This design comes from an exercise in tuning for small area, a short achievable clock period and few clock cycles on the open sky130 flow, not from production work.
RTL that was checked went through simulation tests only; none was proved equivalent to the original.
No activity file was given, so power comes from the tool's default toggle rates.

== run C ==
Design stereo_rms_level_smoother, start of the top module:
module stereo_rms_level_smoother (
  input  wire logic                 clk,
  input  wire logic                 rst_n,
  input  wire logic                 in_valid,
  output logic                      in_stall,
  input  wire logic signed [15:0]   in_left_sample,
  input  wire logic signed [15:0]   in_right_sample,
  input  wire logic                 in_last_frame,
  output logic                      out_valid,
  input  wire logic                 out_stall,
  output logic [14:0]               out_rms_level,
  output logic [14:0]               out_smoothed_level,
  output logic [11:0]               out_radius,
  input  wire logic                 cfg_we,
  input  wire logic [2:0]           cfg_index,
  input  wire logic [15:0]          cfg_wdata
);
  logic [15:0] cfg_w;
  logic [14:0] cfg_th, cfg_d;
  logic [11:0] cfg_lo, cfg_hi;
  always_ff @(posedge clk) begin
    if (!rst_n) begin
  ...
Size: roughly 3500 cells after synthesis, roughly 420 flip-flops, about 100 I/O pins, about 32000 sq um of cells after synthesis.
make LEC_CHECK=0 CAP_MARGIN=50 CORE_MARGIN=2 CORE_UTILIZATION=40 SLEW_MARGIN=50 finish   # period 12.0 ns
run.sh (not shown) runs the stock make flow with config.mk's settings and CLKGATE_MAP_FILE= SYNTH_SCRIPT=/design/flow/synth_recipe.tcl, a recipe that flattens the netlist after the stock synthesis.
Run C finished all stages; the layout is clean.
## Diff of input files: run A against run C
Settings: SLEW_MARGIN now 70, was 50; CAP_MARGIN now 70, was 50.
### Flow results
- The higher worst setup slack came out of run A.
- Final period demand of the worst path: run A and run C compared, higher one is run C
- Run C → run A: clock-cell share of area saw little to no change, area after synthesis was more or less identical.
- In the metrics for run A and run C, the one carrying the lower total power is run C.
- Compared with run C, run A shows non-clock buffer share of cell area higher by 0.55 points.
- Global-route wire length before repair was higher in run A than in run C.
No functional check of the RTL was part of any run of this note.

stereo_rms_level_smoother, a different RTL version from the one above (not shown whole).
For scale: about 3500 cells after synthesis, ~410 flip-flops, ~100 I/O pins, roughly 32000 µm² of cells after synthesis.
==> flow/design.v (excerpt) <==
module stereo_rms_level_smoother (
  input  wire logic                 clk,
  input  wire logic                 rst_n,
  input  wire logic                 in_valid,
  output logic                      in_stall,
  input  wire logic signed [15:0]   in_left_sample,
  input  wire logic signed [15:0]   in_right_sample,
  input  wire logic                 in_last_frame,
  output logic                      out_valid,
  input  wire logic                 out_stall,
  output logic [14:0]               out_rms_level,
  output logic [14:0]               out_smoothed_level,
  output logic [11:0]               out_radius,
  input  wire logic                 cfg_we,
  input  wire logic [2:0]           cfg_index,
  input  wire logic [15:0]          cfg_wdata
);
  logic [15:0] cfg_w;
  logic [14:0] cfg_th, cfg_d;
  logic [11:0] cfg_lo, cfg_hi;
  always_ff @(posedge clk) begin
    if (!rst_n) begin
      cfg_w  <= srls_pkg::RST_SMOOTHING_WEIGHT;
      cfg_th <= srls_pkg::RST_LEVEL_THRESHOLD;
      cfg_d  <= srls_pkg::RST_MAP_INPUT_SPAN;
      cfg_lo <= srls_pkg::RST_OUTPUT_LOW;
      cfg_hi <= srls_pkg::RST_OUTPUT_HIGH;
    end else if (cfg_we) begin
      case (cfg_index)
  ...
clock: 12.0 ns
lec_check: 0
cap_margin: 20
core_margin: 2
core_utilization: 40
slew_margin: 20
Testbench counts at the start, summed over its fixed seeds: cycles 6,944.
Next try:
Settings changed: CORE_UTILIZATION 40 to 60.
Effect: Core utilization increases by 21 points; sequential share of layout area increases by 0.55 points; fmax drops by about 4%; total power shrinks by about 3.2%.
Next try:
==> flow/flow/run.sh (new file) <==
#!/bin/bash
# The standard layout, with the port buffers made of plain buffers
# (sky130_fd_sc_hd__buf_2) instead of the resizer's default choice.
set -euo pipefail
export BUFFER_PORTS_ARGS="-buffer_cell sky130_fd_sc_hd__buf_2"
bash standard.sh > standard.log 2>&1
==> flow/standard.sh (new file) <==
#!/bin/bash
# synth_recipe.tcl (not shown) runs the flow's synth.tcl, then flattens the netlist and writes it again
# the make line also repeats each setting of config.mk as NAME=value (left out here)
make -C /OpenROAD-flow-scripts/flow DESIGN_CONFIG=/design/flow/config.mk WORK_HOME=/design/flow/orfs CLKGATE_MAP_FILE= SYNTH_SCRIPT=/design/flow/synth_recipe.tcl "${@:-finish}"
Settings changed: CAP_MARGIN 20 to 60, CORE_UTILIZATION 60 to 40, SLEW_MARGIN 20 to 60.
removed: flow/run.sh
Result: The changed run finished clean. Die area is higher by well over a third. Clock power is higher by a little under a tenth. Combinational power is lower by a few percent. Global-route usage is lower by 10 points. Worst setup slack gains 0.30 ns. Synthesized area does not change. Wire length is lower by a few percent. Total power is higher slightly. Final cell count is higher by a little under a tenth. Non-clock buffer count is higher by 6. Fmax is higher by a little under a tenth.

Another version of the RTL of stereo_rms_level_smoother (not shown whole).
Size: ~3800 cells after synthesis, ~100 I/O pins, roughly 32000 sq um of cells after synthesis.
==> flow/config.mk <==
export PLATFORM = sky130hd
export DESIGN_NAME = stereo_rms_level_smoother
export DESIGN_NICKNAME = stereo_rms_level_smoother
export VERILOG_FILES = /design/flow/design.v
export SDC_FILE = /design/flow/constraint.sdc
export NUM_CORES = 4
export LEC_CHECK = 0
export CAP_MARGIN = 20
export CORE_MARGIN = 2
export CORE_UTILIZATION = 40
export SLEW_MARGIN = 20
==> flow/constraint.sdc <==
create_clock -name core_clock -period 12.0 [get_ports {clk}]
set_input_delay 2.4000 -clock core_clock [delete_from_list [all_inputs] [get_ports {clk}]]
set_output_delay 2.4000 -clock core_clock [all_outputs]
set_load 0.01 [all_outputs]
Stock flow here: none of the scripts above is used.
Edit:
Settings changed: ABC_CLOCK_PERIOD_IN_PS set to 4500.
=>
- global-route usage does not change
- setup slack is unchanged
- die area stays the same
- routed wire length does not change
- cell count is unchanged
- power is unchanged
Function was not checked in any run of this note: the RTL went through the layout flow alone.

stereo_rms_level_smoother with an RTL version that a note above also has.
Size: ~410 flip-flops.
## stereo_rms_level_smoother
module stereo_rms_level_smoother (
  input  wire logic                 clk,
  input  wire logic                 rst_n,
  input  wire logic                 in_valid,
  output logic                      in_stall,
  input  wire logic signed [15:0]   in_left_sample,
  input  wire logic signed [15:0]   in_right_sample,
  input  wire logic                 in_last_frame,
  output logic                      out_valid,
  input  wire logic                 out_stall,
  output logic [14:0]               out_rms_level,
  output logic [14:0]               out_smoothed_level,
  output logic [11:0]               out_radius,
  input  wire logic                 cfg_we,
  input  wire logic [2:0]           cfg_index,
  input  wire logic [15:0]          cfg_wdata
);
  logic [15:0] cfg_w;
  logic [14:0] cfg_th, cfg_d;
  logic [11:0] cfg_lo, cfg_hi;
  always_ff @(posedge clk) begin
    if (!rst_n) begin
      cfg_w  <= srls_pkg::RST_SMOOTHING_WEIGHT;
      cfg_th <= srls_pkg::RST_LEVEL_THRESHOLD;
      cfg_d  <= srls_pkg::RST_MAP_INPUT_SPAN;
      cfg_lo <= srls_pkg::RST_OUTPUT_LOW;
      cfg_hi <= srls_pkg::RST_OUTPUT_HIGH;
    end else if (cfg_we) begin
      case (cfg_index)
        3'd0: cfg_w  <= cfg_wdata;
        3'd1: cfg_th <= cfg_wdata[14:0];
        3'd2: cfg_d  <= (cfg_wdata[14:0] == 15'd0) ? 15'd1 : cfg_wdata[14:0];
        3'd3: cfg_lo <= cfg_wdata[11:0];
        3'd4: cfg_hi <= cfg_wdata[11:0];
        default: ;
      endcase
    end
  end
  logic [15:0] lm_r, rm_r;
  logic        v_r, en_r, last_r;
  logic        closed_r, closed_n, stall_r;
  logic        a_ready, a_ready_n, a_ready2_n;
  ...
make LEC_CHECK=0 CAP_MARGIN=85 CORE_MARGIN=2 CORE_UTILIZATION=40 SLEW_MARGIN=85 finish   # period 12.0 ns
The baseline produced a clean layout.
Testbench counts at the start, summed over its fixed seeds: cycles 6,944.
Change:
Settings changed: CAP_MARGIN 85 to 60, SLEW_MARGIN 85 to 60.
What happened:
- power drops by 8.9%
- routed wire length is lower by 3.8%
- synthesized cell count does not change
- die area does not change
- maximum frequency is higher by 81%
- via count shrinks by 3.3%
- clock-buffer cell count went down by 7

## re-timing with driven ports
No port has a modelled driver above. Below, the same layouts with a new extraction and two added sets of constraints. Step 1 assumes that a clkbuf_16 drives the clock port and a buf_2 every other input. Step 2, shift: input delay + t, output delay - t, t = (earliest + latest rising clock arrival at the registers) / 2. This alone moves slack from input paths to output paths. Slacks: no drivers / after step 1 / after step 2; pairs: no drivers / after step 1.
run	t (ns)	setup slack, ns	clock arrival spread, ns	worst slew at a driven data input, ns
run C	0.645	7.747 / 7.747 / 7.222	0.036 / 0.036	0.14
run A	0.647	7.821 / 7.860 / 7.213	0.044 / 0.043	0.14
the first run of note 2	0.664	7.709 / 7.709 / 7.407	0.065 / 0.066	0.04
the second run of note 2	0.651	7.535 / 7.535 / 7.105	0.018 / 0.018	0.04
the third run of note 2	0.661	7.836 / 7.836 / 7.769	0.034 / 0.034	0.07
the first run of note 3	0.653	6.238 / 6.238 / 6.238	0.039 / 0.039	0.12
the second run of note 3	0.653	6.238 / 6.238 / 6.238	0.039 / 0.039	0.12
the first run of note 4	0.645	4.524 / 4.524 / 4.524	0.038 / 0.038	0.04
the second run of note 4	0.649	7.863 / 7.803 / 7.403	0.035 / 0.035	0.04
After both steps setup and hold are still met in every run listed. For run A, which loses most, drivers alone change the setup slack by +0.039 ns; drivers and shift together by -0.608 ns.
